Source: an optimization exercise on an open RTL-to-GDS flow (aim: small area, a short achievable clock period and few clock cycles per item). Production flows keep margins and buffers that such runs may drop.
At most, simulation tests tie the RTL to the original design; equivalence was not proved.
Power is estimated from default activity; no workload was simulated.

==> inputs of raven <==
// systolic_array_os_ctrl
module systolic_array_os_ctrl
#(
  parameter int ROWS   = 4,
  parameter int COLS   = 4,
  parameter int DATA_W = 8,
  parameter int ACC_W  = 32,
  parameter int KLEN_W = 16,
  localparam int OROW_W = (ROWS > 1) ? $clog2(ROWS) : 1
) (
  input  logic                     clk,
  input  logic                     rst_n,
  input  logic                     start,
  input  logic [KLEN_W-1:0]        k_len,
  input  logic                     signed_en,
  output logic                     busy,
  input  logic                     in_valid,
  output logic                     in_ready,
  input  logic [ROWS*DATA_W-1:0]   a_data,
  input  logic [COLS*DATA_W-1:0]   b_data,
  output logic                     out_valid,
  input  logic                     out_ready,
  output logic [OROW_W-1:0]        out_row,
  output logic [COLS*ACC_W-1:0]    out_data,
  output logic                     done
);
Settings: LEC_CHECK=0, CAP_MARGIN=20, CORE_MARGIN=2, CORE_UTILIZATION=60, PLACE_DENSITY=0.7, SLEW_MARGIN=20; clock period 10.0 ns.
standard.sh (not shown) runs the stock make flow with config.mk's settings and CLKGATE_MAP_FILE= SYNTH_SCRIPT=/design/flow/synth_recipe.tcl, a recipe that flattens the netlist after the stock synthesis.
==> flow/flow/run.sh <==
#!/bin/bash
# The standard synthesis and layout, with ORFS's timing repair told to aim
# for setup slack beyond the clock period's (the SDC is unchanged). Each
# step's full output goes to a log file in the folder this runs in.
set -euo pipefail
MARGIN=6.6
export SETUP_SLACK_MARGIN=$MARGIN
bash standard.sh synth > synth.log 2>&1
bash standard.sh SETUP_SLACK_MARGIN=$MARGIN finish > layout.log 2>&1
==> ember (differences from raven) <==
--- a/flow/design.v
+++ b/flow/design.v
@@ -10,12 +10,11 @@
 #(
   parameter int DATA_W = 8,
   parameter int ACC_W  = 32
 ) (
   input  logic              clk,
-  input  logic              a_neg,
-  input  logic              b_neg,
+  input  logic              signed_en,
   input  logic              shift,
   input  logic [DATA_W-1:0] a_in,
   input  logic [DATA_W-1:0] b_in,
   input  logic [ACC_W-1:0]  acc_in,
   output logic [ACC_W-1:0]  acc
@@ -24,12 +23,12 @@
   logic w_sb;
   logic [ACC_W-1:0] r_acc;
   logic [ACC_W-1:0] w_r0;
   logic [ACC_W-1:0] w_r1;
   logic [ACC_W-1:0] w_sum;
-  assign w_sa = a_neg;
-  assign w_sb = b_neg;
+  assign w_sa = signed_en & a_in[DATA_W-1];
+  assign w_sb = signed_en & b_in[DATA_W-1];
   logic w_p0;
   logic w_p1;
   logic w_p2;
   logic w_p3;
   logic w_p4;
@@ -627,12 +626,10 @@
   logic                  w_last;
   logic                  w_take;
   logic                  w_shift;
   logic [ROWS*DATA_W-1:0] r_a;
   logic [COLS*DATA_W-1:0] r_b;
-  logic [ROWS-1:0]        r_as;
-  logic [COLS-1:0]        r_bs;
   logic [ACC_W-1:0]       w_acc [ROWS+1][COLS];
   assign w_beat  = r_load & in_valid;
   assign w_last  = (r_rem == KLEN_W'(1));
   assign w_take  = r_out & out_ready;
   assign w_shift = w_take | r_dirty;
@@ -689,12 +686,10 @@
     end
   end
   always_ff @(posedge clk) begin
     r_a <= w_beat ? a_data : '0;
     r_b <= w_beat ? b_data : '0;
-    for (int i = 0; i < ROWS; i++) r_as[i] <= w_beat & r_signed & a_data[i*DATA_W + DATA_W-1];
-    for (int j = 0; j < COLS; j++) r_bs[j] <= w_beat & r_signed & b_data[j*DATA_W + DATA_W-1];
   end
   for (genvar gj = 0; gj < COLS; gj++) begin : g_zero
     assign w_acc[ROWS][gj] = '0;
   end
   for (genvar gi = 0; gi < ROWS; gi++) begin : g_pe_row
@@ -702,12 +697,11 @@
       sa_pe #(
         .DATA_W (DATA_W),
         .ACC_W  (ACC_W)
       ) u_pe (
         .clk       (clk),
-        .a_neg     (r_as[gi]),
-        .b_neg     (r_bs[gj]),
+        .signed_en (r_signed),
         .shift     (w_shift),
         .a_in      (r_a[gi*DATA_W +: DATA_W]),
         .b_in      (r_b[gj*DATA_W +: DATA_W]),
         .acc_in    (w_acc[gi+1][gj]),
         .acc       (w_acc[gi][gj])
==> flow/run.sh (new file) <==
#!/bin/bash
# synth_recipe.tcl (not shown) runs the flow's synth.tcl, then flattens the netlist and writes it again
# the make line also repeats each setting of config.mk as NAME=value (left out here)
make -C /OpenROAD-flow-scripts/flow DESIGN_CONFIG=/design/flow/config.mk WORK_HOME=/design/flow/orfs CLKGATE_MAP_FILE= SYNTH_SCRIPT=/design/flow/synth_recipe.tcl finish
removed: flow/flow/run.sh
removed: flow/standard.sh
==> notes <==
In synthesized cell count, ember and raven hardly differ. Between ember and raven, the lower wire length is in ember (gap 5.8%, measured against raven). Die area is about the same in ember and raven. Of ember and raven, raven has the higher utilization (gap 2.0 points). Between raven and ember, the lower critical path depth is in ember (gap 3). Register-to-register slack: raven is higher than ember (0.85 ns). Between ember and raven, the lower sequential power is in ember (gap about 2%, measured against raven). Clock power: ember is higher than raven (about 2%). Via count: ember is smaller than raven (2.2%). Between ember and raven, the lower first-iteration DRC count is in ember (gap 11%, measured against raven). Between ember and raven, the lower global-route usage is in ember (gap 0.78 points).
Testbench counts of raven, summed over its fixed seeds: cycles 12,562, jobs 320.
Function not checked in ember: the RTL went through the layout flow alone.

* * *

==> inputs of run Z <==
Another version of the RTL of systolic_array_os_ctrl (not shown whole).
==> module systolic_array_os_ctrl, before the edit <==
module systolic_array_os_ctrl
#(
  parameter int ROWS   = 4,
  parameter int COLS   = 4,
  parameter int DATA_W = 8,
  parameter int ACC_W  = 32,
  parameter int KLEN_W = 16,
  localparam int OROW_W = (ROWS > 1) ? $clog2(ROWS) : 1
) (
  input  logic                     clk,
  input  logic                     rst_n,
  input  logic                     start,
  input  logic [KLEN_W-1:0]        k_len,
  input  logic                     signed_en,
  output logic                     busy,
  input  logic                     in_valid,
  output logic                     in_ready,
  input  logic [ROWS*DATA_W-1:0]   a_data,
  input  logic [COLS*DATA_W-1:0]   b_data,
  output logic                     out_valid,
  input  logic                     out_ready,
  output logic [OROW_W-1:0]        out_row,
  output logic [COLS*ACC_W-1:0]    out_data,
  output logic                     done
);
  localparam int c_row_w = sa_pkg::row_w(ROWS);
  logic                  r_busy;
  logic                  r_load;
  logic                  r_out;
  logic                  r_done;
  logic                  r_signed;
  logic                  r_dirty;
  logic                  r_wait;
  logic [1:0]            r_zcnt;
  logic [KLEN_W-1:0]     r_rem;
  logic [c_row_w-1:0]    r_row;
  logic                  r_l1;
  logic                  r_l2;
  logic                  w_beat;
  logic                  w_last;
  logic                  w_take;
  logic                  w_shift;
  logic [ROWS*DATA_W-1:0] r_a;
  logic [COLS*DATA_W-1:0] r_b;
  logic [ROWS-1:0]        r_as;
  logic [COLS-1:0]        r_bs;
  logic [ACC_W-1:0]       w_acc [ROWS+1][COLS];
  assign w_beat  = r_load & in_valid;
  assign w_last  = (r_rem == KLEN_W'(1));
  assign w_take  = r_out & out_ready;
  assign w_shift = w_take | r_dirty;
  always_ff @(posedge clk or negedge rst_n) begin
    if (!rst_n) begin
      r_busy   <= 1'b0;
      r_load   <= 1'b0;
      r_out    <= 1'b0;
      r_done   <= 1'b0;
      r_signed <= 1'b0;
      r_dirty  <= 1'b1;
      r_wait   <= 1'b0;
      r_zcnt   <= '0;
      r_rem    <= '0;
      r_row    <= '0;
      r_l1     <= 1'b0;
      r_l2     <= 1'b0;
    end else begin
      r_done <= 1'b0;
      r_l1   <= w_beat & w_last;
      r_l2   <= r_l1;
      if (r_dirty) begin
        r_zcnt <= r_zcnt + 1'b1;
        if (r_zcnt == 2'd3) r_dirty <= 1'b0;
      end
      if (!r_busy) begin
        if (start) begin
          r_busy   <= 1'b1;
          r_signed <= signed_en;
          r_rem    <= k_len;
          if (r_dirty)             r_wait <= 1'b1;
          else if (k_len != '0)    r_load <= 1'b1;
          else                     r_out  <= 1'b1;
        end
      end
      if (r_wait && !r_dirty) begin
        r_wait <= 1'b0;
        if (r_rem != '0) r_load <= 1'b1;
        else             r_out  <= 1'b1;
      end
      if (w_beat) begin
        r_rem <= r_rem - 1'b1;
        if (w_last) r_load <= 1'b0;
      end
      if (r_l2) r_out <= 1'b1;
      if (w_take) begin
        r_row <= r_row + 1'b1;
        if (r_row == c_row_w'(ROWS - 1)) begin
          r_out  <= 1'b0;
          r_busy <= 1'b0;
          r_done <= 1'b1;
        end
      end
    end
  end
  always_ff @(posedge clk) begin
    r_a <= w_beat ? a_data : '0;
    r_b <= w_beat ? b_data : '0;
    for (int i = 0; i < ROWS; i++) r_as[i] <= w_beat & r_signed & a_data[i*DATA_W + DATA_W-1];
    for (int j = 0; j < COLS; j++) r_bs[j] <= w_beat & r_signed & b_data[j*DATA_W + DATA_W-1];
  end
  for (genvar gj = 0; gj < COLS; gj++) begin : g_zero
    assign w_acc[ROWS][gj] = '0;
  end
  for (genvar gi = 0; gi < ROWS; gi++) begin : g_pe_row
    for (genvar gj = 0; gj < COLS; gj++) begin : g_pe_col
      sa_pe #(
        .DATA_W (DATA_W),
        .ACC_W  (ACC_W)
      ) u_pe (
        .clk       (clk),
        .a_neg     (r_as[gi]),
        .b_neg     (r_bs[gj]),
        .shift     (w_shift),
        .a_in      (r_a[gi*DATA_W +: DATA_W]),
        .b_in      (r_b[gj*DATA_W +: DATA_W]),
        .acc_in    (w_acc[gi+1][gj]),
        .acc       (w_acc[gi][gj])
      );
    end
  end
  for (genvar gj = 0; gj < COLS; gj++) begin : g_out
    assign out_data[gj*ACC_W +: ACC_W] = w_acc[0][gj];
  end
  assign busy      = r_busy;
  assign in_ready  = r_load;
  assign out_valid = r_out;
  assign out_row   = r_row;
  assign done      = r_done;
endmodule
export LEC_CHECK = 0
export CAP_MARGIN = 20
export CORE_MARGIN = 2
export CORE_UTILIZATION = 60
export PLACE_DENSITY = 0.7
export SLEW_MARGIN = 20
create_clock -name core_clock -period 10.0 [get_ports {clk}]
==> flow/flow/run.sh <==
#!/bin/bash
# The standard synthesis and layout, with ORFS's timing repair told to aim
# for setup slack beyond the clock period's (the SDC is unchanged). Each
# step's full output goes to a log file in the folder this runs in.
set -euo pipefail
MARGIN=6.75
export SETUP_SLACK_MARGIN=$MARGIN
bash standard.sh synth > synth.log 2>&1
bash standard.sh SETUP_SLACK_MARGIN=$MARGIN finish > layout.log 2>&1
==> run Y: changes against run Z <==
--- a/flow/design.v
+++ b/flow/design.v
@@ -576,4 +576,5 @@
   logic                  r_busy;
   logic                  r_load;
+  logic                  r_rdy;
   logic                  r_out;
   logic                  r_done;
@@ -600,4 +601,10 @@
   assign w_shift = w_take | r_dirty;
   always_ff @(posedge clk or negedge rst_n) begin
+    if (!rst_n) r_rdy <= 1'b0;
+    else        r_rdy <= (!r_busy && start && !r_dirty && k_len != '0) ||
+                         (r_wait && !r_dirty && r_rem != '0) ||
+                         (r_load && !(in_valid && w_last));
+  end
+  always_ff @(posedge clk or negedge rst_n) begin
     if (!rst_n) begin
       r_busy   <= 1'b0;
@@ -653,7 +660,7 @@
   always_ff @(posedge clk) begin
     r_a <= w_beat ? a_data : '0;
-    r_b <= w_beat ? b_data : '0;
+    r_b <= b_data;
     for (int i = 0; i < ROWS; i++) r_as[i] <= w_beat & r_signed & a_data[i*DATA_W + DATA_W-1];
-    for (int j = 0; j < COLS; j++) r_bs[j] <= w_beat & r_signed & b_data[j*DATA_W + DATA_W-1];
+    for (int j = 0; j < COLS; j++) r_bs[j] <= r_signed & b_data[j*DATA_W + DATA_W-1];
   end
   for (genvar gj = 0; gj < COLS; gj++) begin : g_zero
@@ -681,5 +688,5 @@
   end
   assign busy      = r_busy;
-  assign in_ready  = r_load;
+  assign in_ready  = r_rdy;
   assign out_valid = r_out;
   assign out_row   = r_row;
==> flow/flow/run.sh (replaced) <==
#!/bin/bash
# The standard synthesis and layout, with these changes to how the layout
# is made (the SDC is unchanged):
#  - ORFS's timing repair aims for setup slack beyond the clock period's
#    (SETUP_SLACK_MARGIN);
#  - clock tree synthesis adds no dummy loads;
#  - the port buffers are buf_2 cells (repair may resize them).
# Each step's full output goes to a log file in the folder this runs in.
set -euo pipefail
MARGIN=6.6
export SETUP_SLACK_MARGIN=$MARGIN
export CTS_ARGS="-sink_clustering_enable -repair_clock_nets -dont_use_dummy_load"
export BUFFER_PORTS_ARGS="-buffer_cell sky130_fd_sc_hd__buf_2"
bash standard.sh synth > synth.log 2>&1
bash standard.sh SETUP_SLACK_MARGIN=$MARGIN "CTS_ARGS=$CTS_ARGS" "BUFFER_PORTS_ARGS=$BUFFER_PORTS_ARGS" finish > layout.log 2>&1
CORE_UTILIZATION = 50   (was 60)
PLACE_DENSITY = 0.65   (was 0.7)
==> parameters.txt <==
Parameter                              Value

Power
  Share of power burned in the clock network ... 18.8%
  Cell internal power dissipation ... 0.0155 W

GRT
  Global Route Usage Sum ... 31.1%
  Met1 Use GR ... 41.7%

Final layout
  Multi-input gate area ... 53,300 sq um
  Proportion of layout cells with a drive suffix above 1 ... 14.7%

Run status
  Outcome ... complete, no violations

Synth
  Synthesized area per cell ... 9.73 sq um
  Complex-gate fraction of the synthesized area ... 7.09%

Floorplanning
  Tap cell count ... 1,742
[end of results for run Z]
==> parameters.txt <==
Parameter                              Value

Run status
  Outcome ... complete, no violations

Power
  Cell internal power dissipation ... 0.0155 W
  Share of power burned in the clock network ... 15.3%

GRT
  Met1 Use GR ... 35.4%
  Global Route Usage Sum ... 26.2%

Min path
  Hold Crit Depth ... 0

Final layout
  Final-layout clock-cell area share ... 3.87%
  Multi-input gate area ... 52,000 sq um

Synth
  Complex-gate fraction of the synthesized area ... 6.87%
  Synthesized area per cell ... 9.76 sq um

Floorplanning
  Tap cell count ... 2,058
[end of results for run Y]
Testbench counts of run Z, summed over its fixed seeds: cycles 12,562, jobs 320.
Testbench counts of run Y, summed over its fixed seeds: cycles 12,562, jobs 320.

* * *

==> inputs of job 2439 <==
systolic_array_os_ctrl with an RTL version that a note above also has.
Settings: LEC_CHECK=0, CAP_MARGIN=20, CORE_MARGIN=2, CORE_UTILIZATION=60, PLACE_DENSITY=0.7, SLEW_MARGIN=20; clock period 10.0 ns.
==> flow/flow/run.sh <==
#!/bin/bash
# The standard synthesis and layout, with these changes to how the layout
# is made (the SDC is unchanged):
#  - ORFS's timing repair aims for setup slack beyond the clock period's
#    (SETUP_SLACK_MARGIN);
#  - clock tree synthesis adds no dummy loads and clusters up to 24 sinks;
#  - the port buffers are buf_2 cells (repair may resize them).
# Each step's full output goes to a log file in the folder this runs in.
set -euo pipefail
MARGIN=6.6
export SETUP_SLACK_MARGIN=$MARGIN
export CTS_ARGS="-sink_clustering_enable -repair_clock_nets -dont_use_dummy_load -sink_clustering_size 24 -sink_clustering_max_diameter 80"
export BUFFER_PORTS_ARGS="-buffer_cell sky130_fd_sc_hd__buf_2"
bash standard.sh synth > synth.log 2>&1
bash standard.sh SETUP_SLACK_MARGIN=$MARGIN "CTS_ARGS=$CTS_ARGS" "BUFFER_PORTS_ARGS=$BUFFER_PORTS_ARGS" finish > layout.log 2>&1
==> job 9586: changes against job 2439 <==
==> flow/flow/run.sh (replaced) <==
#!/bin/bash
# The standard synthesis and layout, with these changes to how the layout
# is made (the SDC is unchanged):
#  - ORFS's timing repair aims for setup slack beyond the clock period's
#    (SETUP_SLACK_MARGIN);
#  - clock tree synthesis adds no dummy loads;
#  - the port buffers are buf_2 cells (repair may resize them).
# Each step's full output goes to a log file in the folder this runs in.
set -euo pipefail
MARGIN=6.6
export SETUP_SLACK_MARGIN=$MARGIN
export CTS_ARGS="-sink_clustering_enable -repair_clock_nets -dont_use_dummy_load"
export BUFFER_PORTS_ARGS="-buffer_cell sky130_fd_sc_hd__buf_2"
bash standard.sh synth > synth.log 2>&1
bash standard.sh SETUP_SLACK_MARGIN=$MARGIN "CTS_ARGS=$CTS_ARGS" "BUFFER_PORTS_ARGS=$BUFFER_PORTS_ARGS" finish > layout.log 2>&1
==> job 323: changes against job 2439 <==
==> flow/flow/run.sh (replaced) <==
#!/bin/bash
# The standard synthesis and layout, with these changes to how the layout
# is made (the SDC is unchanged):
#  - ORFS's timing repair aims for setup slack beyond the clock period's
#    (SETUP_SLACK_MARGIN);
#  - clock tree synthesis adds no dummy loads;
#  - the port buffers are buf_2 cells (repair may resize them).
# Each step's full output goes to a log file in the folder this runs in.
set -euo pipefail
MARGIN=6.6
export SETUP_SLACK_MARGIN=$MARGIN
export CTS_ARGS="-sink_clustering_enable -repair_clock_nets -dont_use_dummy_load"
export BUFFER_PORTS_ARGS="-buffer_cell sky130_fd_sc_hd__buf_2"
bash standard.sh synth > synth.log 2>&1
bash standard.sh SETUP_SLACK_MARGIN=$MARGIN "CTS_ARGS=$CTS_ARGS" "BUFFER_PORTS_ARGS=$BUFFER_PORTS_ARGS" finish > layout.log 2>&1
ABC_AREA = 1   (was unset)
==> run summary <==
| quantity | job 2439 | job 9586 | job 323 |
|---|---|---|---|
| Result of the run | finished clean | finished clean | finished clean |
| Detailed-routing iteration count for the pre-antenna-repair pass | 7 | 6 | 5 |
| H-tree levels | 3 | 4 | 4 |
| Final Cycle Share | 34.9% | 34.2% | 33.7% |
| Length of routed met2 wiring | 94400 um | 94300 um | 99400 um |
| Share of power burned in combinational logic | 58.3% | 55.6% | 58.8% |
| First-pass GRT wire length | 316000 um | 318000 um | 346000 um |
| Net Count, Synth | 9620 | 9620 | 12200 |
| Count of cells resized by post-cts repair | 163 | 199 | 45 |
| Cell internal power dissipation | 14.6 mW | 15.8 mW | 15.9 mW |
| Synthesized-area fraction occupied by adder cells | 34.5% | 34.5% | 32.4% |
| Wire length on met1 | 84700 um | 85100 um | 87100 um |
| Placement Setup Slack | 5200 ps | 5200 ps | 5200 ps |
| Die boundary width | 365 um | 365 um | 377 um |
| Post-Route WL | 200000 um | 202000 um | 211000 um |
Testbench counts of job 2439, summed over its fixed seeds: cycles 12,562, jobs 320.
Testbench counts of job 9586, summed over its fixed seeds: cycles 12,562, jobs 320.
Testbench counts of job 323, summed over its fixed seeds: cycles 12,562, jobs 320.

-- static timing again, ports no longer ideal --
In the flow no input, the clock included, has a driving cell. The finished layouts below were timed again as built, in two steps.
Step 1, drivers: a clkbuf_16 drives clk and a buf_2 each remaining input, both assumed.
Step 2, shift: input delay + t, output delay - t, t = (earliest + latest rising clock arrival at the registers) / 2. This alone moves slack from input paths to output paths.
Three values: ideal ports, drivers, drivers and shift; two values: the first two.
run | shift t [ns] | setup slack, ns | worst register clock-pin slew, ns | worst slew at a driven data input, ns | cell pins on the clock port's net
raven | 0.860 | 6.461 / 6.461 / 5.871 | 0.06 / 0.06 | 0.07 | 1
ember | 0.850 | 5.612 / 5.612 / 5.063 | 0.07 / 0.07 | 0.09 | 1
run Z | 0.856 | 6.575 / 6.555 / 5.894 | 0.07 / 0.07 | 0.06 | 1
run Y | 0.837 | 6.531 / 6.531 / 5.873 | 0.06 / 0.06 | 0.13 | 1
job 2439 | 0.752 | 6.515 / 6.515 / 6.037 | 0.10 / 0.10 | 0.10 | 1
job 9586 | 0.838 | 6.582 / 6.568 / 5.906 | 0.06 / 0.06 | 0.11 | 1
job 323 | 0.815 | 6.632 / 6.554 / 5.879 | 0.06 / 0.06 | 0.05 | 1
After both steps setup and hold are still met in every run listed. The setup slack of job 323, which loses most, moves by -0.078 ns with the drivers and by -0.753 ns with both steps.
